Source: an optimization exercise on an open RTL-to-GDS flow (aim: small area). Production flows keep margins and buffers that such runs may drop. The RTL was checked by simulation tests, not by an equivalence proof against the original design. Power figures rest on the tool's default switching activity, not on a simulated workload.

==> design/flow/design.v <==
package fetch_pkg;
    typedef struct packed {
        logic [32-1:0] addr;
    } icache_req_t;
    typedef struct packed {
        logic                                   valid;
        logic [2*32-1:0]     data;
    } icache_rsp_t;
    typedef struct packed {
        logic                   valid;
        logic [32-1:0]  inst;
        logic [32-1:0]       pc;
        logic [32-1:0]       npc;
    } fetch_slot_t;
    typedef fetch_slot_t [2-1:0] fetch_packet_t;
endpackage
package predict_pkg;
    typedef enum logic [1:0] {
        CTR_STRONG_NT = 2'd0,
        CTR_WEAK_NT   = 2'd1,
        CTR_WEAK_T    = 2'd2,
        CTR_STRONG_T  = 2'd3
    } counter_t;
    typedef struct packed {
        logic               valid;
        logic [32-1:0]   pc;
        logic               taken;
        logic [32-1:0]   target;
    } resolve_t;
    typedef struct packed {
        logic               hit;
        logic               taken;
        logic [32-1:0]   target;
    } lookup_t;
endpackage
`timescale 1ns/1ns
module btb_entry (
    input  logic        clock,
    input  logic        wr,
    input  logic        hold,
    input  logic [9:0]  wr_tag,
    input  logic [11:0] wr_tgt,
    output logic        valid,
    output logic [9:0]  tag,
    output logic [11:0] tgt
);
    always_ff @(posedge clock) begin
        valid <= wr | (hold & valid);
        tag   <= ({10{wr}} & wr_tag) | ({10{hold}} & tag);
        tgt   <= ({12{wr}} & wr_tgt) | ({12{hold}} & tgt);
    end
endmodule
`timescale 1ns/1ns
module pred_entry (
    input  logic        clock,
    input  logic        wr,
    input  logic        hold,
    input  logic [19:0] wr_data,
    output logic [19:0] data
);
    always_ff @(posedge clock) begin
        data <= ({20{wr}} & wr_data) | ({20{hold}} & data);
    end
endmodule
`timescale 1ns/1ns
module fetch_top (
    input  logic         clock,
    input  logic         reset,
    input  logic         if_valid,
    input  logic         take_branch,
    input  logic [31:0]  branch_target,
    input  logic         icache_rsp_valid,
    input  logic [63:0]  icache_rsp_data,
    input  logic         resolve_valid,
    input  logic [31:0]  resolve_pc,
    input  logic         resolve_taken,
    input  logic [31:0]  resolve_target,
    output logic [31:0]  icache_req_addr,
    output logic [1:0]   ib_valid,
    output logic [63:0]  ib_inst,
    output logic [63:0]  ib_pc,
    output logic [63:0]  ib_npc
);
    logic        r_valid;
    logic        r_taken;
    logic [5:0]  r_idx;
    logic [9:0]  r_tag;
    logic [11:0] r_tgt;
    always_ff @(posedge clock) begin
        r_valid <= resolve_valid & ~reset;
        r_taken <= resolve_taken;
        r_idx   <= resolve_pc[7:2];
        r_tag   <= resolve_pc[17:8];
        r_tgt   <= resolve_target[13:2];
    end
    logic [63:0] row;
    logic [63:0] row_hold;
    logic [63:0] btb_wr;
    logic [63:0] btb_hold;
    always_comb begin
        for (int j = 0; j < 64; j++) begin
            row[j]      = r_valid & ~reset & (r_idx == 6'(j));
            row_hold[j] = ~row[j] & ~reset;
            btb_wr[j]   = row[j] & r_taken;
            btb_hold[j] = ~btb_wr[j] & ~reset;
        end
    end
    logic [63:0] btb_v;
    logic [63:0][9:0]  btb_tag;
    logic [63:0][11:0] btb_tgt;
    logic [63:0][2:0]  hist;
    logic [63:0] pbit;
    logic [63:0][15:0] ctr;
    logic [2:0]  u_hist;
    logic [15:0] u_row;
    logic [7:0]  u_hdec;
    logic        u_c1, u_c0, u_n1, u_n0, u_p;
    logic [2:0]  u_hnew;
    logic [15:0] u_col;      
    always_comb begin
        u_hist = '0;
        u_row  = '0;
        for (int j = 0; j < 64; j++) begin
            u_hist = u_hist | ({3{row[j]}} & hist[j]);
            u_row  = u_row  | ({16{row[j]}} & ctr[j]);
        end
        for (int h = 0; h < 8; h++)
            u_hdec[h] = (u_hist == 3'(h));
        u_c1 = u_row[2*u_hist+1];
        u_c0 = ~u_row[2*u_hist];
        u_n1 = (u_c1 & u_c0) | (u_c1 & r_taken) | (u_c0 & r_taken);
        u_n0 = (u_c1 & ~u_c0) | (u_c1 & r_taken) | (~u_c0 & r_taken);
        u_hnew = {u_hist[1:0], r_taken};
        u_p = (u_hnew == u_hist) ? u_n1 : u_row[2*u_hnew+1];
        for (int h = 0; h < 8; h++) begin
            u_col[2*h+1] = u_hdec[h] ? u_n1  : u_row[2*h+1];
            u_col[2*h]   = u_hdec[h] ? ~u_n0 : u_row[2*h];
        end
    end
    genvar gj;
    generate
        for (gj = 0; gj < 64; gj++) begin : g_entry
            btb_entry u_btb (
                .clock  (clock),
                .wr     (btb_wr[gj]),
                .hold   (btb_hold[gj]),
                .wr_tag (r_tag),
                .wr_tgt (r_tgt),
                .valid  (btb_v[gj]),
                .tag    (btb_tag[gj]),
                .tgt    (btb_tgt[gj])
            );
            pred_entry u_pred (
                .clock   (clock),
                .wr      (row[gj]),
                .hold    (row_hold[gj]),
                .wr_data ({u_p, u_hnew, u_col}),
                .data    ({pbit[gj], hist[gj], ctr[gj]})
            );
        end
    endgenerate
    logic [29:0] pc;         
    logic [29:0] pc_inc;     
    logic [29:0] pc_fall;    
    logic [4:0]  k_odd, k_even;
    logic [31:0] sel_odd, sel_even;
    logic [23:0] rd_odd, rd_even;    
    logic [9:0]  tag_even;
    logic        hit_odd, hit_even, tk_odd, tk_even;
    logic        tk0, tk1;
    logic [11:0] tgt0, tgt1;
    logic [29:0] pred_pc;
    logic        accept;
    assign pc_inc  = pc + 30'd1;
    assign pc_fall = pc + 30'd2;
    assign k_odd  = pc[5:1];
    assign k_even = pc[5:1] + 5'(pc[0]);
    always_comb begin
        for (int k = 0; k < 32; k++) begin
            sel_odd[k]  = (k_odd == 5'(k));
            sel_even[k] = (k_even == 5'(k));
        end
        rd_odd  = '0;
        rd_even = '0;
        for (int k = 0; k < 32; k++) begin
            rd_even = rd_even | ({24{sel_even[k]}} & {btb_v[2*k], pbit[2*k], btb_tag[2*k], btb_tgt[2*k]});
            rd_odd  = rd_odd  | ({24{sel_odd[k]}}  & {btb_v[2*k+1], pbit[2*k+1], btb_tag[2*k+1], btb_tgt[2*k+1]});
        end
    end
    assign tag_even = pc[15:6] + 10'(pc[5:0] == 6'h3f);
    assign hit_odd  = rd_odd[23]  & (rd_odd[21:12]  == pc[15:6]);
    assign hit_even = rd_even[23] & (rd_even[21:12] == tag_even);
    assign tk_odd   = hit_odd  & rd_odd[22];
    assign tk_even  = hit_even & rd_even[22];
    assign tk0  = pc[0] ? tk_odd  : tk_even;
    assign tk1  = pc[0] ? tk_even : tk_odd;
    assign tgt0 = pc[0] ? rd_odd[11:0]  : rd_even[11:0];
    assign tgt1 = pc[0] ? rd_even[11:0] : rd_odd[11:0];
    always_comb begin
        if (tk0)      pred_pc = {pc[29:12], tgt0};
        else if (tk1) pred_pc = {pc_inc[29:12], tgt1};
        else          pred_pc = pc_fall;
    end
    assign accept = if_valid & icache_rsp_valid & ~take_branch;
    always_ff @(posedge clock) begin
        if (reset)            pc <= '0;
        else if (take_branch) pc <= branch_target[31:2];
        else if (accept)      pc <= pred_pc;
    end
    assign icache_req_addr = {pc, 2'b00};
    logic        o_valid;
    logic [63:0] o_inst;
    logic [29:0] o_pc;
    logic        o_tk0, o_tk1;
    logic [11:0] o_tgt1;
    logic [29:0] o_pc1, o_pc2, o_npc0, o_npc1;
    always_ff @(posedge clock) begin
        o_valid <= accept & ~reset;
        o_inst  <= icache_rsp_data;
        o_pc    <= pc;
        o_tk0   <= tk0;
        o_tk1   <= tk1;
        o_tgt1  <= tgt1;
    end
    assign o_pc1  = o_pc + 30'd1;
    assign o_pc2  = o_pc + 30'd2;
    assign o_npc0 = o_tk0 ? pc : o_pc1;
    assign o_npc1 = ~o_tk1 ? o_pc2 : o_tk0 ? {o_pc1[29:12], o_tgt1} : pc;
    assign ib_valid = {o_valid & ~o_tk0, o_valid};
    assign ib_inst  = {64{o_valid}} & o_inst;
    assign ib_pc    = {64{o_valid}} & {o_pc1, 2'b00, o_pc, 2'b00};
    assign ib_npc   = {64{o_valid}} & {o_npc1, 2'b00, o_npc0, 2'b00};
endmodule
==> design/flow/run.sh <==
#!/bin/bash
# synth_recipe.tcl (not shown) runs the flow's synth.tcl, then flattens the netlist and writes it again
# the make line also repeats each setting of config.mk as NAME=value (left out here)
make -C /OpenROAD-flow-scripts/flow DESIGN_CONFIG=/design/flow/config.mk WORK_HOME=/design/flow/orfs CLKGATE_MAP_FILE= SYNTH_SCRIPT=/design/flow/synth_recipe.tcl finish
==> design/flow/config.mk <==
export PLATFORM = sky130hd
export DESIGN_NAME = fetch_top
export DESIGN_NICKNAME = fetch_top
export VERILOG_FILES = /design/flow/design.v
export SDC_FILE = /design/flow/constraint.sdc
export NUM_CORES = 4
export LEC_CHECK = 0
export CAP_MARGIN = 20
export CORE_MARGIN = 2
export CORE_UTILIZATION = 55
export SLEW_MARGIN = 20
export SYNTH_HIERARCHICAL = 1
==> design/flow/constraint.sdc <==
create_clock -name core_clock -period 12.0 [get_ports {clock}]
set_input_delay 2.4000 -clock core_clock [delete_from_list [all_inputs] [get_ports {clock}]]
set_output_delay 2.4000 -clock core_clock [all_outputs]
set_load 0.01 [all_outputs]
==> out/qor.yml, run 1 <==
status: "complete, no violations"
rsz0062_at_grt: "false"
async_flop_share: 0
required_ps: 12890
final_max_slew_viol_count: 0
min_period_ps: 9190
wl_microns: 555000
cts_buffers: 318
postSynthCellCount: 10300
final_hold_viol_count: 0
crit_fanout: 47
gp_congestion: 1.01
end_kind: "register"
timing.rr.end: "g_entry[44].u_pred.data[6]$_DFF_P_"
synth_edf_count: 0
synth.avg_cell_area_sq_um: 11.1
avgRoutedWirePerCell_microns: 41.1
die_h_microns: 461
relSlewSlack: 0.0937
num_rows: 167
start_kind: "primary input"
tns_ps: 0
cts_tree: "done"
placed_area_sq_um: 121000
min_period_over_period: 0.766
synthFlopType: "dfxtp_1"
start_util: 0.555
utilization: 0.631
grt_overflow: 0
timing.hold.ws_ps: 458
firstDrtPassIters: 7
power.leakage_nw: 48.1
cts_sinks: 2921
rrSetupSlack_ps: 3240
post_cts_buffers: 0
syn2layout_area_growth_pct: 13.8
vias: 105000
stdcell_count: 13500
yosys.cell_types.count: 114
max_freq_mhz: 109
io_pins: 393
final_cell_area_sq_um: 131000
dieArea_sq_um: 213000
core_sq_um: 207000
first_global_vias: 97600
cts_max_level: 5
finClkSkew_ps: 46.4
critical_path_class: "in -> reg"
ctsHoldBuffers: 0
dpl.hpwl_microns: 328000
rr_worst_depth: 17
port_buffers: 344
hp-class: "reg -> reg"
vias_per_cell: 7.77
grt_pass1_wl_microns: 765000
synth_warnings: 9
drt_iter0_drc: 18100
final_common_cell: "dfxtp_1"
hp-start: "pc[29]$_SDFFE_PP0P_"
setup_viol: 0
nets: 10600
r2r_start: "r_idx[0]$_DFF_P_"
drc: 0
dp.cells: 12900
antenna_found_initial: 34
ir_drop_v: 0.000173
ys_seq_area_frac: 0.508
ant_nets: 0
cts_buffer_depth: 4
grt_max_degree: 118
critPathArrivalTime_ps: 10080
cts_resized: 0
tightest_slew_ps: 1350
whs_endpoint: "o_pc[29]$_DFF_P_"
clk_latency_ps: 970
maxCapViolCount: 0
ys_ff_latch: 2921
cts_root_buf: "clkbuf_16"
most-common-layout-cells: "dfxtp_1, a22o_1, a22oi_1"
syn-cell-area_sq_um: 115000
power_density_nw_per_um2: 159
hold_depth: 0
die_x_microns: 461
drive_above_1_share: 0.154
grt.total_usage: 0.502
clk_pin_slew_ps: 60
synthesized netlist by cell type (53+ instances only):
cell,n,area [sq um]
nand4_1,140,876
o21ai_0,84,420
a31oi_1,62,388
a22o_1,2682,23500
xnor2_1,53,464
dfxtp_1,2921,58500
buf_6,402,4530
nor3_1,145,726
a21oi_1,159,796
buf_2,227,1140
mux2i_1,144,1440
nor2_1,449,1690
and2_1,126,788
nand2_1,273,1020
a22oi_1,595,4470
a222oi_1,144,1440
mux2_2,63,709
a22o_2,128,1280
nand3_1,150,751
clkbuf_1,316,1190
a21o_2,64,561
a221oi_1,121,1060
cells by family after synthesis:
| kind of cell | share of synthesized area |
|---|---|
| xor+xnor | 0.00741 |
| buf+inv | 0.0636 |
| other cells | 0.0000326 |
| simple gates | 0.0736 |
| mux | 0.0223 |
| flops | 0.508 |
| fa+ha+maj | 0.00192 |
| compound gates | 0.323 |
critical path, stage by stage:
cell	delay (ps)
buf_8	330
or4b_4	680
buf_4	580
nor2_2	370
a22oi_1	290
nand4_1	660
a2111oi_0	800
nand2_1	220
nor4_4	650
mux2i_1	270
o211ai_1	130
maj3_1	700
mux2i_4	810
buf_4	690
a22o_1	260
layout make-up:
| class | count | area (sq um) |
|---|---|---|
| Inverter | 34 | 129 |
| Sequential cell | 2921 | 58600 |
| Multi-Input combinational cell | 6380 | 51500 |
| Tap cell | 2788 | 3490 |
| Clock inverter | 79 | 880 |
| Antenna cell | 34 | 85.1 |
| Clock buffer | 464 | 9240 |
| Fill cell | 16600 | 76500 |
| Timing Repair Buffer | 805 | 7070 |
layer usage:
layer / routed length, microns / track usage / share of wire / vias up
met1: 191000 / 0.609 / 0.34 / 51300
li1: - / - / - / 41200
met2: 226000 / 0.715 / 0.41 / 9742
met4: 58900 / 0.442 / 0.11 / 28
met5: 187 / 0 / 0.00034 / -
met3: 78800 / 0.156 / 0.14 / 2637
stage by stage:
stage / power [W] / setup WS (ps)
2_1_floorplan: 0.0106 / 2970
3_3_place_gp: 0.0112 / 2520
3_5_place_dp: 0.0112 / 2510
4_1_cts: 0.0207 / 3480
5_1_grt: 0.0212 / 2880
6_report: 0.0209 / 2810
power by group:
| part | total [W] | switching, W | internal, W |
|---|---|---|---|
| logic | 0.00129 | 0.00102 | 0.000262 |
| clock network | 0.00978 | 0.00408 | 0.00570 |
| registers | 0.00982 | 0.0000888 | 0.00974 |
| total | 0.0209 | 0.00519 | 0.0157 |
Yosys stat by module (local to each module, per instance):
| module | times used | flops+latches | cells inside | area, sq um |
|---|---|---|---|---|
| fetch_top | 1 | 169 | 4321 | 30700 |
| btb_entry | 64 | 23 | 50 | 709 |
| pred_entry | 64 | 20 | 44 | 608 |
how the worst max path moves through the flow:
stage	endpoint	cells after the start	slack (ps)	from
floorplan	g_entry[0].u_pred.data[0]$_DFF_P_	14	2970	reset
global placement	g_entry[38].u_pred.data[6]$_DFF_P_	15	2520	reset
detailed placement	g_entry[36].u_pred.data[6]$_DFF_P_	16	2510	reset
CTS	g_entry[44].u_pred.data[6]$_DFF_P_	15	3480	reset
global route	g_entry[38].u_pred.data[6]$_DFF_P_	15	2880	reset
finish	g_entry[44].u_pred.data[6]$_DFF_P_	15	2810	reset
flip-flops by register name, summed over array words and instances, names as in the netlist:
register             count
g_entry.u_pred.data   1280
g_entry.u_btb.tgt      768
g_entry.u_btb.tag      640
g_entry.u_btb.valid     64
o_inst                  64
o_pc                    30
pc                      30
o_tgt1                  12
r_tgt                   12
r_tag                   10
r_idx                    6
o_tk0                    1
o_tk1                    1
o_valid                  1
r_taken                  1
r_valid                  1
==> inputs of run 2 (changes only) <==
--- a/design/flow/config.mk
+++ b/design/flow/config.mk
@@ -8,5 +8,7 @@
 export CAP_MARGIN = 20
 export CORE_MARGIN = 2
 export CORE_UTILIZATION = 55
+export CTS_CLUSTER_DIAMETER = 100
+export CTS_CLUSTER_SIZE = 20
 export SLEW_MARGIN = 20
 export SYNTH_HIERARCHICAL = 1
==> run 2 against run 1 <==
  * Wire length fell by 1.1%
  * Critical path type unchanged
  * Critical endpoint is now g_entry[38].u_pred.data[6]$_DFF_P_
  * Area after synthesis did not move
  * Sequential share of layout area rose by 2.0 points
==> out/qor.yml, run 2 <==
maxCapViolCount: 0
final_cell_area_sq_um: 125000
placed_area_sq_um: 121000
synth.most_common_cell: "dfxtp_1"
cts_root_buf: "clkbuf_16"
start_util: 0.555
drive_above_1_share: 0.133
async_flop_share: 0
yosys.cell_types.count: 114
cts_max_level: 4
start_kind: "primary input"
whs_endpoint: "g_entry[60].u_btb.valid$_DFF_P_"
firstDrtPassIters: 10
postSynthCellCount: 10300
end_kind: "register"
relSlewSlack: 0.0721
critical_path_class: "in -> reg"
io_pins: 393
largest_reg_flops: 1280
tns_ps: 0
synth_top_area_frac: 0.508
post_cts_buffers: 0
nets: 10500
timing.rr.end: "g_entry[38].u_pred.data[6]$_DFF_P_"
setup_viol: 0
die_x_microns: 461
syn-cell-area_sq_um: 115000
r2r_start: "r_idx[0]$_DFF_P_"
power_density_nw_per_um2: 136
rsz0062_at_grt: "false"
reg_top3: "g_entry.u_pred.data x1280, g_entry.u_btb.tgt x768, g_entry.u_btb.tag x640"
clk_latency_ps: 890
die_h_microns: 461
timing.hold.ws_ps: 466
wl_microns: 549000
synth_top_cell_by_area: "dfxtp_1"
drt_iter0_drc: 17800
vias: 104000
port_buffers: 344
hp-start: "g_entry[60].u_btb.valid$_DFF_P_"
required_ps: 12830
ys_seq_area_frac: 0.508
first_global_vias: 95800
grt_overflow: 0
rr_worst_depth: 17
status: "complete, no violations"
hold_depth: 1
cts_resized: 0
syn2layout_area_growth_pct: 8.88
final_hold_viol_count: 0
grt_pass1_wl_microns: 756000
gp_congestion: 1.01
crit_fanout: 47
core_sq_um: 207000
synthFlopType: "dfxtp_1"
ant_nets: 0
final_max_slew_viol_count: 0
clk_pin_slew_ps: 80
vias_per_cell: 7.88
rrSetupSlack_ps: 3450
ys_ff_latch: 2921
antenna_found_initial: 33
cts_buffers: 164
cts_buffer_depth: 3
grt.total_usage: 0.497
dieArea_sq_um: 213000
dpl.hpwl_microns: 328000
finClkSkew_ps: 39.5
power.leakage_nw: 45.3
cts_tree: "done"
synth.avg_cell_area_sq_um: 11.1
largest-register: "g_entry.u_pred.data"
hp-class: "reg -> reg"
fillCellCount: 17100
avgRoutedWirePerCell_microns: 41.8
critPathArrivalTime_ps: 9920
synth_area_leaders: "dfxtp_1, a22o_1, buf_6"
drc: 0
cts_sinks: 2921
startpoint: "reset"
num_rows: 167
most-common-layout-cells: "dfxtp_1, a22o_1, a22oi_1"
min_period_over_period: 0.758
final_common_cell: "dfxtp_1"
synth_warnings: 9
max_freq_mhz: 110
ctsHoldBuffers: 0
min_period_ps: 9090
tightest_slew_ps: 1390
synth_edf_count: 0
synth_common_cells: "dfxtp_1, a22o_1, a22oi_1, nor2_1, buf_6"
grt_max_degree: 118
ir_drop_v: 0.000173
run 2: cell types whose count changed in the layout (fill, tap and decap cells not counted), moves of 4 or more:
| cell | previous run | this run |
|---|---|---|
| clkbuf_8 | 58 | 0 |
| bufinv_16 | 18 | 1 |
| clkbuf_1 | 81 | 10 |
| clkinv_8 | 0 | 4 |
| clkbuf_16 | 325 | 168 |
| clkinvlp_4 | 4 | 0 |
| diode_2 | 34 | 22 |
| clkinv_2 | 51 | 2 |
run 2: final cells by class:
type | count | area [sq um] | share of cell area
multi-input combinational | 6380 | 51500 | 0.411
sequential | 2921 | 58600 | 0.467
clock buffer | 178 | 4240 | 0.0339
antenna | 22 | 55.1 | 0.000439
timing repair buffer | 808 | 7090 | 0.0566
tap | 2788 | 3490 | 0.0278
inverter | 34 | 129 | 0.00103
clock inverter | 13 | 173 | 0.00138
run 2: worst max-delay path, stage by stage:
cell and delay (ps):
buf_8 310, nand4bb_4 520, buf_4 620, nor2_2 100
buf_4 230, a221oi_1 1080, o2111ai_1 220, a2111oi_0 990
o211a_1 380, mux2i_1 100, mux2i_1 150, mux2i_1 110
maj3_1 690, mux2i_4 800, buf_4 690, a22o_1 260
run 2: metal layers:
| metal | share of wire | GRT usage |
|---|---|---|
| met5 | 0.00030 | 0 |
| met4 | 0.11 | 0.436 |
| met2 | 0.41 | 0.709 |
| met1 | 0.35 | 0.606 |
| met3 | 0.14 | 0.148 |
run 2: logic make-up after synthesis:
logic type,after synthesis,share of synthesized area
compound gates,4411,0.323
xor+xnor,93,0.00741
fa+ha+maj,18,0.00192
buf+inv,1045,0.0636
flops,2921,0.508
mux,229,0.0223
other cells,1,0.0000326
simple gates,1619,0.0736
run 2: worst max-delay path by stage:
| stage | depth (start not counted) | endpoint |
|---|---|---|
| final | 16 | g_entry[38].u_pred.data[6]$_DFF_P_ |
| after global routing | 14 | g_entry[38].u_pred.data[6]$_DFF_P_ |
| after CTS | 15 | g_entry[62].u_pred.data[6]$_DFF_P_ |
| after detailed placement | 16 | g_entry[36].u_pred.data[6]$_DFF_P_ |
| after global placement | 15 | g_entry[38].u_pred.data[6]$_DFF_P_ |
| after floorplan | 14 | g_entry[0].u_pred.data[0]$_DFF_P_ |
run 2: per-module statistics from Yosys, one instance, submodules excluded:
module      cells  times used  flip-flops and latches  area (sq um)
fetch_top    4321           1                     169         30700
pred_entry     44          64                      20           608
btb_entry      50          64                      23           709
run 2: power by group:
group / switching [W] / leakage (nW) / internal [W]
clock network: 0.00337 / 2.16 / 0.00255
logic: 0.00102 / 19.6 / 0.000262
registers: 0.0000885 / 23.6 / 0.00972
total: 0.00448 / 45.3 / 0.0125
run 2: through the flow:
stage | worst slack [ps] | instances | utilization | power [W]
after floorplan | 2970 | 10300 | - | 0.0106
after global placement | 2520 | 12900 | 0.581 | 0.0112
after detailed placement | 2510 | 12900 | 0.581 | 0.0112
after CTS | 3420 | 13100 | 0.603 | 0.0169
after global routing | 3110 | 13100 | 0.604 | 0.0173
final | 2910 | 13100 | 0.604 | 0.0170
==> inputs of run 3 (changes only) <==
==> design/flow/flow/run.sh (new file) <==
#!/bin/bash
# The standard layout, with single-strength port buffers and a clock
# tree built from larger sink clusters and without dummy loads.
set -euo pipefail
export BUFFER_PORTS_ARGS="-buffer_cell sky130_fd_sc_hd__buf_1"
export CTS_ARGS="-sink_clustering_enable -repair_clock_nets -dont_use_dummy_load -sink_clustering_size 20 -sink_clustering_max_diameter 100"
bash standard.sh > standard_flow.log 2>&1
==> design/flow/standard.sh (new file) <==
#!/bin/bash
# synth_recipe.tcl (not shown) runs the flow's synth.tcl, then flattens the netlist and writes it again
# the make line also repeats each setting of config.mk as NAME=value (left out here)
make -C /OpenROAD-flow-scripts/flow DESIGN_CONFIG=/design/flow/config.mk WORK_HOME=/design/flow/orfs CLKGATE_MAP_FILE= SYNTH_SCRIPT=/design/flow/synth_recipe.tcl "${@:-finish}"
--- a/design/flow/config.mk
+++ b/design/flow/config.mk
@@ -8,7 +8,5 @@
 export CAP_MARGIN = 20
 export CORE_MARGIN = 2
 export CORE_UTILIZATION = 55
-export CTS_CLUSTER_DIAMETER = 100
-export CTS_CLUSTER_SIZE = 20
 export SLEW_MARGIN = 20
 export SYNTH_HIERARCHICAL = 1
removed: design/flow/run.sh
==> run 3 against run 2 <==
  * First-iteration DRC count decreased by 2.9%
  * Largest cell class unchanged
  * Clock skew grew 31 ps
  * Still clean on timing, DRC and antenna
  * Critical path depth unchanged
  * Largest power group unchanged
  * Cell count shrank 0.29%
  * Power fell by 1.4%
  * Clock power shrank 3%
  * Via count down 0.31%
  * Core utilization shrank 1.1 points
==> out/qor.yml, run 3 <==
critPathArrivalTime_ps: 10170
clk_latency_ps: 880
power_density_nw_per_um2: 136
die_h_microns: 461
most-common-layout-cells: "dfxtp_1, a22o_1, a22oi_1"
start_util: 0.555
seq_area_sq_um: 58600
relSlewSlack: 0.0519
syn2layout_area_growth_pct: 6.83
vias: 103000
cts_buffers: 164
synth_top_area_frac: 0.508
largest_reg_flops: 1280
postSynthCellCount: 10300
tns_ps: 0
core_sq_um: 207000
final_cell_area_sq_um: 123000
required_ps: 12780
placed_area_sq_um: 118000
cts_max_level: 4
nets: 10500
setup_slack_ps: 2610
async_flop_share: 0
port_buffers: 344
min_period_ps: 9390
antenna_found_initial: 32
finClkSkew_ps: 70.8
first_global_vias: 95600
io_pins: 393
crit_top_cell: "buf_4"
internal_power_w: 0.0124
netSwitchingFraction: 0.262
path_cells: "clkbuf_4 -> or4b_4 -> buf_4 -> a21oi_1 -> a21oi_1 -> nand4_1 -> or4_1 -> nor2_1 -> buf_4 -> inv_2 -> buf_4 -> ha_1 -> nand2_1 -> mux2i_4 -> buf_4 -> a22o_1"
cts_root_buf: "clkbuf_16"
grt.total_usage: 0.497
hold_depth: 1
synth_top_cell_by_area: "dfxtp_1"
grt_overflow: 0
rsz0062_at_grt: "false"
maxCapViolCount: 0
pwr-share-clk: 0.341
fillCellCount: 17400
sequentialPowerShare: 0.585
synth_common_cells: "dfxtp_1, a22o_1, a22oi_1, nor2_1, buf_6"
worst_path_max_delay_cell: "or4_1"
dieArea_sq_um: 213000
max_stage_delay_ps: 1080
syn-cell-area_sq_um: 115000
p_sw_w: 0.00440
hp-class: "reg -> reg"
ys_seq_area_frac: 0.508
min_period_over_period: 0.782
die_x_microns: 461
end_kind: "register"
final_common_cell: "dfxtp_1"
cts_sinks: 2921
ctsHoldBuffers: 0
cts_tree: "done"
drive_above_1_share: 0.130
grt_max_degree: 112
drt_iter0_drc: 17300
ant_nets: 0
crit_family: "simple AND/OR/NAND/NOR gates"
multi_input_area_sq_um: 51500
status: "complete, no violations"
crit_fanout: 64
clk_pin_slew_ps: 80
firstDrtPassIters: 9
setup_viol: 0
ys_ff_latch: 2921
pwr-share-comb: 0.074
cts_buffer_depth: 3
final_hold_viol_count: 0
largest-register: "g_entry.u_pred.data"
avgRoutedWirePerCell_microns: 42.0
synth_edf_count: 0
path_buf_inv: 6
max_freq_mhz: 107
crit_cells: 16
tightest_slew_ps: 1420
rr_worst_depth: 17
grt_pass1_wl_microns: 756000
dpl.hpwl_microns: 326000
vias_per_cell: 7.88
synth.avg_cell_area_sq_um: 11.1
synth.most_common_cell: "dfxtp_1"
utilization: 0.592
num_rows: 167
power.leakage_nw: 44.3
reg_top3: "g_entry.u_pred.data x1280, g_entry.u_btb.tgt x768, g_entry.u_btb.tag x640"
post_cts_buffers: 0
critical_path_class: "in -> reg"
yosys.cell_types.count: 114
gp_congestion: 0.988
synth_area_leaders: "dfxtp_1, a22o_1, buf_6"
drc: 0
synthFlopType: "dfxtp_1"
synth_warnings: 9
cts_resized: 0
start_kind: "primary input"
pre_cts_ws_ps: 2640
ir_drop_v: 0.000175
wl_microns: 551000
final_max_slew_viol_count: 0
==> run 3: cell counts after synthesis <==
Identical to the previous run, type by type.
==> run 3: layer usage <==
metal	track usage	part of all wire	vias up
li1	-	-	40700
met1	0.611	0.35	50700
met2	0.715	0.41	9384
met3	0.144	0.14	2520
met4	0.423	0.10	32
met5	0	0.00039	-
==> run 3: kinds of logic (layout without fill, tap and decap cells) <==
family	Yosys count	after routing	share of synthesized area
compound gates	4411	4411	0.323
simple gates	1619	1619	0.0736
buf+inv	1045	996	0.0636
mux	229	229	0.0223
other cells	1	31	0.0000326
flops	2921	2921	0.508
xor+xnor	93	93	0.00741
fa+ha+maj	18	18	0.00192
==> run 3: path summary, 6_finish.rpt <==
| kind | slack, ps | startpoint | endpoint |
|---|---|---|---|
| worst max register to register | 3840 | r_idx[3]$_DFF_P_ | g_entry[9].u_pred.data[5]$_DFF_P_ |
| worst max-delay path | 2610 | reset | g_entry[7].u_pred.data[11]$_DFF_P_ |
| worst min-delay path | 460 | g_entry[28].u_btb.valid$_DFF_P_ | g_entry[28].u_btb.valid$_DFF_P_ |
| worst min register to register | 460 | g_entry[28].u_btb.valid$_DFF_P_ | g_entry[28].u_btb.valid$_DFF_P_ |
==> run 3: power groups by stage <==
| stage | sequential [W] | combinational (W) | clock, W |
|---|---|---|---|
| after global routing | 0.00982 | 0.00121 | 0.00601 |
| after detailed placement | 0.0100 | 0.00115 | 0 |
| after floorplan | 0.0100 | 0.000567 | 0 |
| after global placement | 0.0100 | 0.00114 | 0 |
| after CTS | 0.00981 | 0.00115 | 0.00566 |
| final | 0.00982 | 0.00124 | 0.00572 |
==> run 3: final cells by class <==
type                            instances  area share
Antenna cell                           21    0.000428
Clock buffer                          164      0.0334
Inverter                               34     0.00105
Multi-Input combinational cell       6380       0.419
Sequential cell                      2921       0.476
Tap cell                             2788      0.0284
Timing Repair Buffer                  798      0.0413
==> run 3: modules after synthesis (local to each module, per instance) <==
module      cells inside  area (sq um)
pred_entry            44           608
fetch_top           4321         30700
btb_entry             50           709
==> run 3: per-stage QoR <==
| stage | std cells | hold WS [ps] | power, W |
|---|---|---|---|
| 3_5_place_dp | 12900 | 445 | 0.0112 |
| 2_1_floorplan | 10300 | 392 | 0.0106 |
| 6_report | 13100 | 464 | 0.0168 |
| 4_1_cts | 13100 | 467 | 0.0166 |
| 5_1_grt | 13100 | 477 | 0.0170 |
| 3_3_place_gp | 12900 | 439 | 0.0112 |
==> run 3: worst register-to-register path, stage by stage, from the launching register on <==
cell and delay (ps):
dfxtp_4 850, buf_4 630, nor4bb_4 90, buf_4 300, buf_4 400, a22oi_1 710
o22ai_1 160, a221o_1 270, a2111oi_0 910, and4_1 720, inv_2 230, mux2i_1 170
mux2i_1 200, o211ai_1 160, maj3_2 550, mux2i_4 860, buf_4 600, a22o_1 280
==> inputs of run 4 (changes only) <==
--- a/design/flow/design.v
+++ b/design/flow/design.v
@@ -61,6 +61,47 @@
     always_ff @(posedge clock) begin
         data <= ({20{wr}} & wr_data) | ({20{hold}} & data);
     end
+endmodule
+`timescale 1ns/1ns
+module sel_nor3 (
+    input  logic [2:0] sel,
+    input  logic [2:0] d,
+    output logic       y_n
+);
+    assign y_n = ~|(sel & d);
+endmodule
+module onehot_read #(
+    parameter int N = 2,
+    parameter int W = 1
+) (
+    input  logic [N-1:0]   sel,
+    input  logic [N*W-1:0] words,
+    output logic [W-1:0]   q
+);
+    localparam int G = (N + 2) / 3;
+    logic [3*G-1:0] sel_p;
+    assign sel_p = {{(3*G-N){1'b0}}, sel};
+    genvar b, g;
+    generate
+        for (b = 0; b < W; b++) begin : g_bit
+            logic [3*G-1:0] d_p;
+            logic [G-1:0]   grp_n;
+            for (g = 0; g < N; g++) begin : g_d
+                assign d_p[g] = words[g*W + b];
+            end
+            if (3*G > N) begin : g_pad
+                assign d_p[3*G-1:N] = '0;
+            end
+            for (g = 0; g < G; g++) begin : g_grp
+                sel_nor3 u_grp (
+                    .sel (sel_p[3*g +: 3]),
+                    .d   (d_p[3*g +: 3]),
+                    .y_n (grp_n[g])
+                );
+            end
+            assign q[b] = ~&grp_n;
+        end
+    endgenerate
 endmodule
 `timescale 1ns/1ns
 module fetch_top (
@@ -117,13 +158,17 @@
     logic        u_c1, u_c0, u_n1, u_n0, u_p;
     logic [2:0]  u_hnew;
     logic [15:0] u_col;      
-    always_comb begin
-        u_hist = '0;
-        u_row  = '0;
-        for (int j = 0; j < 64; j++) begin
-            u_hist = u_hist | ({3{row[j]}} & hist[j]);
-            u_row  = u_row  | ({16{row[j]}} & ctr[j]);
-        end
+    logic [64*19-1:0] upd_words;
+    always_comb begin
+        for (int j = 0; j < 64; j++)
+            upd_words[j*19 +: 19] = {hist[j], ctr[j]};
+    end
+    onehot_read #(.N(64), .W(19)) u_upd_read (
+        .sel    (row),
+        .words  (upd_words),
+        .q      ({u_hist, u_row})
+    );
+    always_comb begin
         for (int h = 0; h < 8; h++)
             u_hdec[h] = (u_hist == 3'(h));
         u_c1 = u_row[2*u_hist+1];
@@ -165,6 +210,7 @@
     logic [4:0]  k_odd, k_even;
     logic [31:0] sel_odd, sel_even;
     logic [23:0] rd_odd, rd_even;    
+    logic [32*24-1:0] odd_words, even_words;
     logic [9:0]  tag_even;
     logic        hit_odd, hit_even, tk_odd, tk_even;
     logic        tk0, tk1;
@@ -180,13 +226,21 @@
             sel_odd[k]  = (k_odd == 5'(k));
             sel_even[k] = (k_even == 5'(k));
         end
-        rd_odd  = '0;
-        rd_even = '0;
         for (int k = 0; k < 32; k++) begin
-            rd_even = rd_even | ({24{sel_even[k]}} & {btb_v[2*k], pbit[2*k], btb_tag[2*k], btb_tgt[2*k]});
-            rd_odd  = rd_odd  | ({24{sel_odd[k]}}  & {btb_v[2*k+1], pbit[2*k+1], btb_tag[2*k+1], btb_tgt[2*k+1]});
-        end
-    end
+            even_words[k*24 +: 24] = {btb_v[2*k], pbit[2*k], btb_tag[2*k], btb_tgt[2*k]};
+            odd_words[k*24 +: 24]  = {btb_v[2*k+1], pbit[2*k+1], btb_tag[2*k+1], btb_tgt[2*k+1]};
+        end
+    end
+    onehot_read #(.N(32), .W(24)) u_even_read (
+        .sel    (sel_even),
+        .words  (even_words),
+        .q      (rd_even)
+    );
+    onehot_read #(.N(32), .W(24)) u_odd_read (
+        .sel    (sel_odd),
+        .words  (odd_words),
+        .q      (rd_odd)
+    );
     assign tag_even = pc[15:6] + 10'(pc[5:0] == 6'h3f);
     assign hit_odd  = rd_odd[23]  & (rd_odd[21:12]  == pc[15:6]);
     assign hit_even = rd_even[23] & (rd_even[21:12] == tag_even);
==> design/flow/flow/run.sh (replaced) <==
#!/bin/bash
# The standard layout, with single-strength port buffers and a clock
# tree built from larger sink clusters and without dummy loads; gates off
# the critical paths are sized down after global routing.
set -euo pipefail
export BUFFER_PORTS_ARGS="-buffer_cell sky130_fd_sc_hd__buf_1"
export CTS_ARGS="-sink_clustering_enable -repair_clock_nets -dont_use_dummy_load -sink_clustering_size 20 -sink_clustering_max_diameter 100"
export RECOVER_POWER=100
bash standard.sh > standard_flow.log 2>&1
==> run 4 against run 3 <==
  * Now fails the layout checks on max-capacitance violations, max-slew violations
  * Fmax decreased by 11%
  * Non-clock buffer count decreased by 44
  * Power decreased by 2.0%
  * Clock skew decreased by 1.6 ps
  * Global-route usage decreased by 12 points
  * Via count decreased by 15%
  * Combinational power decreased by 19%
  * Sequential share of layout area increased by 3.6 points
  * Register-to-register slack got worse by 950 ps
  * Core utilization decreased by 0.44 points
  * Largest power group unchanged
==> out/qor.yml, run 4 <==
ctsHoldBuffers: 0
min_period_over_period: 0.884
yosys.cell_types.count: 73
start_util: 0.552
cts_resized: 0
firstDrtPassIters: 10
timing.hold.ws_ps: 420
rrSetupSlack_ps: 2890
worst_path_max_delay_cell: "clkbuf_1"
wl_microns: 393000
die_x_microns: 446
final_common_cell: "dfxtp_1"
critical_path_class: "in -> reg"
core_sq_um: 194000
vias: 88000
grt_pass1_wl_microns: 565000
synthFlopType: "dfxtp_1"
syn2layout_area_growth_pct: 6.60
ys_seq_area_frac: 0.545
drive_above_1_share: 0.0856
end_kind: "register"
avgRoutedWirePerCell_microns: 33.0
relSlewSlack: -1.50
largest_reg_flops: 1280
final_hold_viol_count: 0
status: "failed layout checks"
crit_fanout: 46
io_pins: 393
synth_edf_count: 0
ys_ff_latch: 2921
max_stage_delay_ps: 1800
first_global_vias: 80500
maxCapViolCount: 43
synth_top_area_frac: 0.545
synth_area_leaders: "dfxtp_1, a22o_1, a222oi_1"
async_flop_share: 0
synth_top_cell_by_area: "dfxtp_1"
cts_sinks: 2921
nets: 9535
critPathArrivalTime_ps: 11380
dpl.hpwl_microns: 251000
grt.total_usage: 0.378
synth.avg_cell_area_sq_um: 12.0
cts_tree: "done"
ant_nets: 0
hp-class: "reg -> reg"
cts_root_buf: "clkbuf_16"
cts_buffer_depth: 3
cts_buffers: 164
path_cells: "clkbuf_1 -> nand4b_1 -> clkbuf_1 -> nor2_2 -> a222oi_1 -> nand4_1 -> nor4_1 -> nand4_1 -> mux4_2 -> mux2_1 -> maj3_1 -> o21ai_4 -> buf_4 -> a22o_1"
required_ps: 12770
clk_pin_slew_ps: 90
num_rows: 162
reg_top3: "g_entry.u_pred.data x1280, g_entry.u_btb.tgt x768, g_entry.u_btb.tag x640"
clk_latency_ps: 850
tns_ps: 0
drt_iter0_drc: 14800
synth.most_common_cell: "dfxtp_1"
violations: "max-capacitance violations, max-slew violations"
tightest_slew_ps: 3760
grt_overflow: 0
rsz0062_at_grt: "false"
finClkSkew_ps: 69.3
synth_warnings: 9
final_max_slew_viol_count: 1173
power.leakage_nw: 41.8
max_freq_mhz: 94.3
synth_common_cells: "dfxtp_1, a22o_1, a222oi_1, nor2_1, buf_6"
die_h_microns: 446
syn-cell-area_sq_um: 107000
setup_viol: 0
post_cts_buffers: 0
port_buffers: 344
largest-register: "g_entry.u_pred.data"
start_kind: "primary input"
vias_per_cell: 7.40
drc: 0
antenna_found_initial: 16
min_period_ps: 10610
ir_drop_v: 0.000163
gp_congestion: 0.949
power_density_nw_per_um2: 144
most-common-layout-cells: "dfxtp_1, a22o_1, a222oi_1"
grt_max_degree: 114
postSynthCellCount: 8900
dieArea_sq_um: 198000
cts_max_level: 4
==> run 4: cell count changes in the layout (fill, tap and decap cells not counted), moves of 105 or more <==
cell      before   now
a222oi_1     144   946
clkbuf_1       0   182
conb_1        10   182
nand2_1      273   119
a22o_1      2682  2560
mux2i_1      128    23
buf_4        426   215
a22oi_1      595     8
a221oi_1     120     2
==> run 4: cell families after synthesis <==
| family | count (synthesis) | synth area share |
|---|---|---|
| compound gates | 3913 | 0.328 |
| xor+xnor | 93 | 0.00760 |
| fa+ha+maj | 18 | 0.00205 |
| buf+inv | 680 | 0.0529 |
| flops | 2921 | 0.545 |
| mux | 43 | 0.00498 |
| other cells | 4 | 0.000140 |
| simple gates | 1228 | 0.0587 |
==> run 4: power breakdown <==
| part | switching (W) | leakage [nW] | internal [W] |
|---|---|---|---|
| Sequential | 0.000137 | 23.6 | 0.00973 |
| Combinational | 0.000828 | 16.2 | 0.000175 |
| Clock | 0.00314 | 2.02 | 0.00243 |
==> run 4: metrics by stage <==
| step | setup slack [ps] | instances | instance area (sq um) | utilization | power [W] |
|---|---|---|---|---|---|
| 3_5_place_dp | 2060 | 11700 | 111000 | 0.572 | 0.0111 |
| 6_report | 1390 | 11900 | 114000 | 0.588 | 0.0164 |
| 4_1_cts | 2940 | 11900 | 115000 | 0.594 | 0.0165 |
| 2_1_floorplan | 671 | 9078 | 108000 | - | 0.0106 |
| 5_1_grt | 1300 | 11900 | 114000 | 0.588 | 0.0169 |
| 3_3_place_gp | 2180 | 11700 | 111000 | 0.572 | 0.0111 |
==> run 4: path summary, 6_finish.rpt <==
path / from / endpoint / cells past startpoint
min reg2reg: pc[29]$_SDFFE_PP0P_ / o_pc[29]$_DFF_P_ / 0
min: pc[29]$_SDFFE_PP0P_ / o_pc[29]$_DFF_P_ / 0
max reg2reg: r_idx[4]$_DFF_P_ / g_entry[37].u_pred.data[1]$_DFF_P_ / 13
max: reset / g_entry[37].u_pred.data[1]$_DFF_P_ / 14
==> run 4: routing by layer <==
| metal | global-route usage | vias up | routed length [microns] |
|---|---|---|---|
| met5 | 0 | - | 67 |
| met4 | 0.172 | 12 | 19600 |
| met3 | 0.0878 | 693 | 46400 |
| met2 | 0.543 | 5373 | 165000 |
| met1 | 0.537 | 44500 | 162000 |
| li1 | - | 37500 | - |
==> run 4: Yosys stat by module (local to each module, per instance), excerpt <==
module | copies in the design | flops+latches | cells
sel_nor3 | 946 | 0 | 1
fetch_top | 1 | 169 | 1610
btb_entry | 64 | 23 | 50
pred_entry | 64 | 20 | 44
==> run 4: area by class of cell <==
cell class,count,area [sq um]
well taps,2542,3180
fillers,16200,80100
clock buffers,164,4100
repair buffers,754,3850
flip-flops and latches,2921,58600
diodes,8,20.0
inverters,34,130
multi-input cells,5477,44400
==> run 4: critical path, delay by kind of cell <==
family	cells	cell delay, ps
compound gates	3	1710
simple gates	5	2850
buf+inv	3	2690
fa+ha+maj	1	690
mux	2	860
==> inputs of run 5 (changes only) <==
==> design/flow/flow/run.sh (replaced) <==
#!/bin/bash
# The standard layout, with single-strength port buffers and a clock
# tree built from larger sink clusters and without dummy loads.
set -euo pipefail
export BUFFER_PORTS_ARGS="-buffer_cell sky130_fd_sc_hd__buf_1"
export CTS_ARGS="-sink_clustering_enable -repair_clock_nets -dont_use_dummy_load -sink_clustering_size 20 -sink_clustering_max_diameter 100"
bash standard.sh > standard_flow.log 2>&1
==> run 5 against run 4 <==
  * Now clean on timing, DRC and antenna
  * Critical endpoint unchanged
  * Largest cell class unchanged
  * Sequential share of layout area down 0.53 points
  * Highest routed layer unchanged
  * Clock power about the same
  * Combinational power about the same
  * Worst setup slack better by 1300 ps
  * Largest power group unchanged
  * Wire length is essentially flat
==> out/qor.yml, run 5 <==
status: "complete, no violations"
cts_buffer_depth: 3
netSwitchingFraction: 0.250
clk_pin_slew_ps: 90
reg_top3: "g_entry.u_pred.data x1280, g_entry.u_btb.tgt x768, g_entry.u_btb.tag x640"
postSynthCellCount: 8900
relSlewSlack: 0.0988
avgRoutedWirePerCell_microns: 33.0
ys_ff_latch: 2921
required_ps: 12770
drive_above_1_share: 0.116
pwr-share-comb: 0.063
final_common_cell: "dfxtp_1"
largest-register: "g_entry.u_pred.data"
cts_tree: "done"
die_h_microns: 446
final_max_slew_viol_count: 0
ir_drop_v: 0.000159
die_x_microns: 446
antenna_found_initial: 17
start_util: 0.552
min_period_ps: 9280
clk_latency_ps: 840
path_cells: "clkbuf_4 -> nand2b_1 -> or3b_2 -> buf_4 -> nor2_2 -> buf_4 -> a222oi_1 -> nand4_1 -> nor4_2 -> nand4_1 -> mux4_2 -> mux2_2 -> maj3_1 -> o21ai_4 -> buf_4 -> a22o_1"
gp_congestion: 0.949
min_period_over_period: 0.773
drt_iter0_drc: 14800
vias: 88100
ys_seq_area_frac: 0.545
max_freq_mhz: 108
post_cts_buffers: 0
synth_top_cell_by_area: "dfxtp_1"
critical_path_class: "in -> reg"
firstDrtPassIters: 10
rrSetupSlack_ps: 4100
cts_resized: 0
synthFlopType: "dfxtp_1"
power_density_nw_per_um2: 143
p_sw_w: 0.00412
crit_fanout: 46
most-common-layout-cells: "dfxtp_1, a22o_1, a222oi_1"
wl_met3_microns: 46100
grt.total_usage: 0.378
io_pins: 393
syn-cell-area_sq_um: 107000
r2r_start: "r_idx[4]$_DFF_P_"
port_buffers: 344
hp-class: "reg -> reg"
finClkSkew_ps: 71.9
cts_buffers: 164
grt_pass1_wl_microns: 565000
synth.avg_cell_area_sq_um: 12.0
hold_depth: 0
worst_path_max_delay_cell: "nor4_2"
wl_microns: 393000
core_sq_um: 194000
rsz0062_at_grt: "false"
num_rows: 162
cts_root_buf: "clkbuf_16"
power.leakage_nw: 42.7
critPathArrivalTime_ps: 10050
async_flop_share: 0
synth.most_common_cell: "dfxtp_1"
met2_wirelength_microns: 166000
yosys.cell_types.count: 73
syn2layout_area_growth_pct: 7.72
pwr-share-clk: 0.338
synth_area_leaders: "dfxtp_1, a22o_1, a222oi_1"
end_kind: "register"
ant_nets: 0
wl_met1_microns: 162000
sequentialPowerShare: 0.599
synth_common_cells: "dfxtp_1, a22o_1, a222oi_1, nor2_1, buf_6"
whs_endpoint: "o_pc[29]$_DFF_P_"
internal_power_w: 0.0124
crit_top_cell: "buf_4"
rr_worst_depth: 14
cts_max_level: 4
tns_ps: 0
synth_warnings: 9
routed.top_layer: "met5"
final_hold_viol_count: 0
timing.rr.end: "g_entry[37].u_pred.data[1]$_DFF_P_"
drc: 0
tightest_slew_ps: 1340
path_buf_inv: 4
synth_edf_count: 0
nets: 9535
crit_family: "simple AND/OR/NAND/NOR gates"
grt_overflow: 0
cts_sinks: 2921
vias_per_cell: 7.40
first_global_vias: 80500
grt_max_degree: 114
maxCapViolCount: 0
fillCellCount: 16000
dpl.hpwl_microns: 251000
start_kind: "primary input"
hp-start: "pc[29]$_SDFFE_PP0P_"
ctsHoldBuffers: 0
largest_reg_flops: 1280
dieArea_sq_um: 198000
max_stage_delay_ps: 910
utilization: 0.594
setup_viol: 0
synth_top_area_frac: 0.545
run 5: cell counts after synthesis:
Identical to the previous run, type by type.
run 5: stage by stage:
step                power (W)  worst slack [ps]  cell area, sq um  hold slack (ps)  instances
floorplan              0.0106               671            108000              390       9078
global placement       0.0111              2180            111000              435      11700
detailed placement     0.0111              2060            111000              437      11700
CTS                    0.0165              2940            115000              406      11900
global route           0.0169              2580            115000              422      11900
finish                 0.0165              2720            115000              418      11900
run 5: area by class of cell:
class	instances	area [sq um]	area share
antenna	7	17.5	0.000152
clock buffer	164	4100	0.0355
sequential	2921	58600	0.507
timing repair buffer	754	4530	0.0392
multi-input combinational	5477	45000	0.389
inverter	34	130	0.00113
tap	2542	3180	0.0275
run 5: per-layer routing:
layer	up-vias	global-route usage
li1	37500	-
met1	44400	0.537
met2	5412	0.543
met3	715	0.0878
met4	12	0.172
met5	-	0
run 5: worst register-to-register path: cells and delay by family, from the launching register on:
| kind | cells | cell delay, ps |
|---|---|---|
| muxes | 2 | 830 |
| DFF | 1 | 460 |
| buffers and inverters | 3 | 1400 |
| adders and majority gates | 1 | 710 |
| AOI/OAI and AO/OA | 3 | 1460 |
| and+or+nand+nor | 5 | 3020 |
run 5: how the worst max path moves through the flow:
stage	cells after the start	slack (ps)	to	from
after floorplan	14	670	g_entry[0].u_pred.data[15]$_DFF_P_	reset
final	16	2720	g_entry[37].u_pred.data[1]$_DFF_P_	reset
after global routing	16	2580	g_entry[47].u_pred.data[1]$_DFF_P_	reset
after detailed placement	16	2060	g_entry[51].u_pred.data[1]$_DFF_P_	reset
after global placement	16	2180	g_entry[63].u_pred.data[1]$_DFF_P_	reset
after CTS	16	2940	g_entry[36].u_pred.data[1]$_DFF_P_	reset
run 5: per-module statistics from Yosys (local to each module, per instance), a selection:
| module | flops+latches | copies in the design | cell area, sq um |
|---|---|---|---|
| sel_nor3 | 0 | 946 | 10.0 |
| fetch_top | 169 | 1 | 11400 |
| btb_entry | 23 | 64 | 709 |
| pred_entry | 20 | 64 | 608 |
run 5: power by group through the flow:
stage / clock network [W] / logic, W / registers [W]
after global placement: 0 / 0.000974 / 0.0101
after global routing: 0.00597 / 0.00106 / 0.00987
after detailed placement: 0 / 0.000988 / 0.0101
final: 0.00558 / 0.00103 / 0.00987
after floorplan: 0 / 0.000513 / 0.0100
after CTS: 0.00563 / 0.000990 / 0.00987
run 5: cell families after synthesis:
logic type | after synthesis | share of synthesized area
AOI/OAI and AO/OA | 3913 | 0.328
xor gates and xnor gates | 93 | 0.00760
adders and majority gates | 18 | 0.00205
buffers and inverters | 680 | 0.0529
DFF | 2921 | 0.545
muxes | 43 | 0.00498
other | 4 | 0.000140
and+or+nand+nor | 1228 | 0.0587
==> inputs of run 6 (changes only) <==
--- a/design/flow/config.mk
+++ b/design/flow/config.mk
@@ -7,6 +7,6 @@
 export LEC_CHECK = 0
 export CAP_MARGIN = 20
 export CORE_MARGIN = 2
-export CORE_UTILIZATION = 55
+export CORE_UTILIZATION = 65
 export SLEW_MARGIN = 20
 export SYNTH_HIERARCHICAL = 1
==> run 6 against run 5 <==
  * Still clean on timing, DRC and antenna
  * Global-route usage grew 4.5 points
  * Synthesized cell count unchanged
  * Power fell by 0.54%
  * Area after synthesis is the same
  * Hold slack better by 34 ps
  * Cell count down 3.1%
  * Clock power fell by 0.9%
  * Largest cell class unchanged
==> out/qor.yml, run 6 <==
cts_sinks: 2921
max_freq_mhz: 106
end_kind: "register"
power.leakage_nw: 42.5
start_util: 0.652
synth_common_cells: "dfxtp_1, a22o_1, a222oi_1, nor2_1, buf_6"
tns_ps: 0
power_density_nw_per_um2: 143
io_pins: 393
gp_congestion: 0.965
die_h_microns: 410
clk_pin_slew_ps: 90
grt_pass1_wl_microns: 545000
cts_buffers: 164
final_hold_viol_count: 0
pre_cts_ws_ps: 2020
cts_tree: "done"
cts_resized: 0
dieArea_sq_um: 168000
grt_overflow: 0
rr_worst_depth: 14
cts_max_level: 4
core_sq_um: 164000
first_global_vias: 82000
timing.hold.ws_ps: 451
ir_drop_v: 0.000176
final_cell_area_sq_um: 115000
use_met1: 0.553
port_buffers: 344
clk_latency_ps: 860
maxCapViolCount: 0
synth_warnings: 9
critPathArrivalTime_ps: 10180
crit_fanout: 46
grt_max_degree: 110
start_kind: "primary input"
wl_microns: 373000
cts_buffer_depth: 3
min_period_ps: 9400
async_flop_share: 0
drc: 0
utilization: 0.697
synth.most_common_cell: "dfxtp_1"
antenna_found_initial: 20
synth_top_area_frac: 0.545
synth_top_cell_by_area: "dfxtp_1"
synth_edf_count: 0
seq_area_sq_um: 58600
placed_area_sq_um: 111000
use_met3: 0.0999
fillCellCount: 12100
num_rows: 149
drive_above_1_share: 0.113
largest-register: "g_entry.u_pred.data"
rsz0062_at_grt: "false"
final_max_slew_viol_count: 0
yosys.cell_types.count: 73
synth.avg_cell_area_sq_um: 12.0
die_x_microns: 410
tightest_slew_ps: 1310
setup_viol: 0
most-common-layout-cells: "dfxtp_1, a22o_1, a222oi_1"
ys_seq_area_frac: 0.545
hp-class: "reg -> reg"
grt.total_usage: 0.423
syn2layout_area_growth_pct: 6.97
hold_depth: 0
min_period_over_period: 0.784
cts_root_buf: "clkbuf_16"
avgRoutedWirePerCell_microns: 32.4
postSynthCellCount: 8900
vias_per_cell: 7.69
syn-cell-area_sq_um: 107000
firstDrtPassIters: 11
largest_reg_flops: 1280
multi_input_area_sq_um: 44800
status: "complete, no violations"
dpl.hpwl_microns: 236000
synthFlopType: "dfxtp_1"
reg_top3: "g_entry.u_pred.data x1280, g_entry.u_btb.tgt x768, g_entry.u_btb.tag x640"
met2_usage: 0.627
ctsHoldBuffers: 0
synth_area_leaders: "dfxtp_1, a22o_1, a222oi_1"
nets: 9523
ys_ff_latch: 2921
required_ps: 12780
ant_nets: 0
final_common_cell: "dfxtp_1"
critical_path_class: "in -> reg"
post_cts_buffers: 0
setup_slack_ps: 2600
globalRoute.busiestLayer: "met2"
finClkSkew_ps: 69.6
relSlewSlack: 0.116
vias: 88700
drt_iter0_drc: 15900
-- run 6: cell counts after synthesis --
No cell type changed its count.
-- run 6: cell families after synthesis --
| kind of cell | count (synthesis) | share of synthesized area |
|---|---|---|
| other | 4 | 0.000140 |
| AO/OA/AOI/OAI | 3913 | 0.328 |
| multiplexers | 43 | 0.00498 |
| AND/OR/NAND/NOR | 1228 | 0.0587 |
| buffers and inverters | 680 | 0.0529 |
| flip-flops | 2921 | 0.545 |
| XOR/XNOR | 93 | 0.00760 |
| adder cells (fa/ha/maj) | 18 | 0.00205 |
-- run 6: cell type report --
| class | instances | share of cell area |
|---|---|---|
| Sequential cell | 2921 | 0.511 |
| Multi-Input combinational cell | 5477 | 0.391 |
| Timing Repair Buffer | 742 | 0.0376 |
| Clock buffer | 164 | 0.0358 |
| Tap cell | 2189 | 0.0239 |
| Inverter | 34 | 0.00113 |
| Antenna cell | 6 | 0.000131 |
-- run 6: final timing paths --
path	from	endpoint	slack [ps]
setup / recovery	reset	g_entry[11].u_pred.data[7]$_DFF_P_	2600
hold / removal	pc[20]$_SDFFE_PP0P_	o_pc[20]$_DFF_P_	450
setup reg to reg	r_idx[1]$_DFF_P_	g_entry[11].u_pred.data[7]$_DFF_P_	4070
hold reg to reg	pc[20]$_SDFFE_PP0P_	o_pc[20]$_DFF_P_	450
-- run 6: layer usage --
metal | vias up | routed length [microns]
met5 | - | 68
met4 | 12 | 28600
met3 | 1130 | 45100
met2 | 6156 | 160000
met1 | 43900 | 140000
li1 | 37400 | -
-- run 6: through the flow --
| step | cells | power, W |
|---|---|---|
| 2_1_floorplan | 9078 | 0.0106 |
| 3_3_place_gp | 11400 | 0.0110 |
| 3_5_place_dp | 11400 | 0.0110 |
| 4_1_cts | 11500 | 0.0163 |
| 5_1_grt | 11500 | 0.0167 |
| 6_report | 11500 | 0.0164 |
-- run 6: power breakdown --
part	internal, W	switching [W]
clock	0.00243	0.00310
combinational	0.000189	0.000813
sequential	0.00973	0.000127
total	0.0123	0.00404
-- run 6: worst max-delay path, cell delays in order --
cell and delay, ps:
clkbuf_4 390, nand2b_1 210, or3b_2 510, buf_4 420
nor2_2 260, buf_4 330, a222oi_1 250, nand4_1 430
nor4_1 960, nand4_1 700, mux4_2 680, mux2_2 290
maj3_1 710, o21ai_4 650, buf_4 610, a22o_1 260
-- run 6: Yosys stat by module (local to each module, per instance), a selection --
module | times used | cell area, sq um | flip-flops and latches
sel_nor3 | 946 | 10.0 | 0
btb_entry | 64 | 709 | 23
pred_entry | 64 | 608 | 20
fetch_top | 1 | 11400 | 169
==> inputs of run 7 (changes only) <==
==> design/flow/flow/run.sh (replaced) <==
#!/bin/bash
# The standard layout, with single-strength port buffers and a clock
# tree built from larger sink clusters and without dummy loads.
set -euo pipefail
export BUFFER_PORTS_ARGS="-buffer_cell sky130_fd_sc_hd__buf_1"
export CTS_ARGS="-sink_clustering_enable -repair_clock_nets -dont_use_dummy_load -sink_clustering_size 25 -sink_clustering_max_diameter 100"
bash standard.sh > standard_flow.log 2>&1
==> run 7 against run 6 <==
  * Via count down 0.22%
  * Sequential share of layout area up 0.33 points
  * Sequential power about the same
  * Count of clock-buffer cells in the layout down 30
  * Still clean on timing, DRC and antenna
  * Flip-flop and latch count unchanged
  * First-iteration DRC count up 0.71%
  * Register-to-register slack worse by 130 ps
  * Cell count down 0.27%
  * Area after synthesis unchanged
==> out/qor.yml, run 7 <==
grt_overflow: 0
num_rows: 149
postSynthCellCount: 8900
final_common_cell: "dfxtp_1"
drc: 0
gp_congestion: 0.965
async_flop_share: 0
ir_drop_v: 0.000161
synthAdderAreaFrac: 0.00205
clk_latency_ps: 840
ctsHoldBuffers: 0
end_kind: "register"
cts_buffers: 134
ys_ff_latch: 2921
clk_pin_slew_ps: 110
synth.most_common_cell: "dfxtp_1"
avgRoutedWirePerCell_microns: 32.4
finClkSkew_ps: 51.3
power_density_nw_per_um2: 139
ant_nets: 0
start_kind: "primary input"
final_hold_viol_count: 0
synth_top_area_frac: 0.545
synth_area_leaders: "dfxtp_1, a22o_1, a222oi_1"
crit_top_cell: "buf_4"
cts_buffer_depth: 3
path_buf_inv: 4
placed_area_sq_um: 111000
syn2layout_area_growth_pct: 6.29
min_period_ps: 9570
vias: 88500
firstDrtPassIters: 11
cts_resized: 0
synth.avg_cell_area_sq_um: 12.0
critPathArrivalTime_ps: 10310
nets: 9494
port_buffers: 344
required_ps: 12740
wl_microns: 373000
hp-class: "reg -> reg"
dpl.hpwl_microns: 236000
tightest_slew_ps: 1300
crit_fanout: 46
cts_sinks: 2921
vias_per_cell: 7.69
drive_above_1_share: 0.110
grt_pass1_wl_microns: 545000
fillCellCount: 12100
critical_path_class: "in -> reg"
power.leakage_nw: 42.2
cts_tree: "done"
drt_iter0_drc: 16000
max_stage_delay_ps: 1070
worst_path_max_delay_cell: "nor4_1"
crit_family: "simple AND/OR/NAND/NOR gates"
synth-simple-area-share: 0.0587
synth_mux_area_frac: 0.00498
tns_ps: 0
syn-cell-area_sq_um: 107000
yosys.cell_types.count: 73
largest-register: "g_entry.u_pred.data"
synth_xor_area_frac: 0.00760
relSlewSlack: 0.125
dieArea_sq_um: 168000
final_cell_area_sq_um: 114000
most-common-layout-cells: "dfxtp_1, a22o_1, a222oi_1"
max_freq_mhz: 104
reg_top3: "g_entry.u_pred.data x1280, g_entry.u_btb.tgt x768, g_entry.u_btb.tag x640"
synth_warnings: 9
start_util: 0.652
final_max_slew_viol_count: 0
setup_viol: 0
synth_edf_count: 0
synth_compound_area_frac: 0.328
post_cts_buffers: 0
ys_seq_area_frac: 0.545
rsz0062_at_grt: "false"
cts_max_level: 4
synth_top_family_by_area: "compound AO/OA/AOI/OAI gates"
first_global_vias: 81600
synth_top_cell_by_area: "dfxtp_1"
path_cells: "clkbuf_4 -> nand2b_1 -> or3b_2 -> buf_4 -> nor2_2 -> buf_4 -> a222oi_1 -> nand4_1 -> nor4_1 -> nand4_1 -> mux4_2 -> mux2_2 -> maj3_1 -> o21ai_4 -> buf_4 -> a22o_1"
synth_common_cells: "dfxtp_1, a22o_1, a222oi_1, nor2_1, buf_6"
die_x_microns: 410
maxCapViolCount: 0
largest_reg_flops: 1280
cts_root_buf: "clkbuf_16"
status: "complete, no violations"
antenna_found_initial: 15
die_h_microns: 410
core_sq_um: 164000
grt_max_degree: 110
min_period_over_period: 0.798
synthFlopType: "dfxtp_1"
grt.total_usage: 0.422
io_pins: 393
-- run 7: cell type report --
cell class              instances  area (sq um)  area share
multi-input cells            5477         44800       0.393
flip-flops and latches       2921         58600       0.514
diodes                          4          10.0   0.0000878
well taps                    2189          2740      0.0240
inverters                      34           130     0.00114
clock buffers                 134          3350      0.0294
repair buffers                743          4340      0.0381
-- run 7: layer usage --
| metal | wire length (microns) | track usage | vias to the layer above | share of wire |
|---|---|---|---|---|
| met5 | 49 | 0 | - | 0.00013 |
| met4 | 28300 | 0.270 | 8 | 0.076 |
| met3 | 43800 | 0.0933 | 1071 | 0.12 |
| met2 | 160000 | 0.629 | 6092 | 0.43 |
| met1 | 140000 | 0.556 | 43900 | 0.38 |
| li1 | - | - | 37300 | - |
-- run 7: modules after synthesis, one instance, submodules excluded, a selection --
module | copies in the design | flops+latches
sel_nor3 | 946 | 0
pred_entry | 64 | 20
fetch_top | 1 | 169
btb_entry | 64 | 23
-- run 7: logic make-up (layout without fill, tap and decap cells) --
group | count (synthesis) | after routing
xor gates and xnor gates | 93 | 93
other | 4 | 186
buffers and inverters | 680 | 911
muxes | 43 | 43
DFF | 2921 | 2921
AOI/OAI and AO/OA | 3913 | 3913
adders and majority gates | 18 | 18
and+or+nand+nor | 1228 | 1228
-- run 7: path summary, 6_finish.rpt --
path,cells after the start,endpoint,slack (ps),from
min,0,o_pc[17]$_DFF_P_,460,pc[17]$_SDFFE_PP0P_
min reg2reg,0,o_pc[17]$_DFF_P_,460,pc[17]$_SDFFE_PP0P_
max reg2reg,14,g_entry[53].u_pred.data[7]$_DFF_P_,3940,r_idx[0]$_DFF_P_
max,16,g_entry[53].u_pred.data[7]$_DFF_P_,2430,reset
-- run 7: per-stage QoR --
step / utilization / setup WS (ps) / hold WS [ps] / power (W) / instances
global placement: 0.672 / 2140 / 441 / 0.0110 / 11400
finish: 0.693 / 2430 / 460 / 0.0159 / 11500
detailed placement: 0.672 / 2020 / 432 / 0.0110 / 11400
floorplan: - / 671 / 390 / 0.0106 / 9078
global route: 0.693 / 2320 / 461 / 0.0162 / 11500
CTS: 0.693 / 2830 / 450 / 0.0158 / 11500
-- run 7: report_power, final --
| group | switching, W | leakage (nW) | internal, W | total, W |
|---|---|---|---|---|
| Combinational | 0.000814 | 16.9 | 0.000190 | 0.00100 |
| Sequential | 0.000127 | 23.6 | 0.00974 | 0.00986 |
| Clock | 0.00300 | 1.65 | 0.00201 | 0.00501 |
| Total | 0.00394 | 42.2 | 0.0119 | 0.0159 |

==> afterwards: timing with drivers on the ports <==
Ports are ideal in the flow. The routed layouts listed here were re-timed in OpenROAD.
Step 1, drivers: a clkbuf_16 drives clock and a buf_2 each remaining input, both assumed.
Step 2 also shifts input and output timing later by t, the mid clock arrival at the registers, as if the neighbouring blocks saw the same clock.
Slacks: no drivers / after step 1 / after step 2; pairs: no drivers / after step 1.
| run | t, ns | setup WS [ns] | clock arrival spread, ns | worst slew at a driven data input, ns | cell pins on the clock port's net |
|---|---|---|---|---|---|
| run 1 | 1.047 | 2.811 / 2.862 / 1.815 | 0.051 / 0.051 | 0.18 | 1 |
| run 2 | 0.969 | 2.906 / 2.957 / 1.988 | 0.044 / 0.044 | 0.14 | 1 |
| run 3 | 0.949 | 2.612 / 2.692 / 1.743 | 0.081 / 0.081 | 0.15 | 1 |
| run 4 | 0.915 | 1.392 / 1.470 / 0.554 | 0.070 / 0.069 | 0.07 | 1 |
| run 5 | 0.906 | 2.719 / 2.798 / 1.892 | 0.072 / 0.072 | 0.07 | 1 |
| run 6 | 0.917 | 2.597 / 2.656 / 1.739 | 0.070 / 0.070 | 0.18 | 1 |
| run 7 | 0.903 | 2.427 / 2.486 / 1.583 | 0.054 / 0.054 | 0.18 | 1 |
For run 1, which loses most, drivers alone change the setup slack by +0.051 ns; drivers and shift together by -0.996 ns.
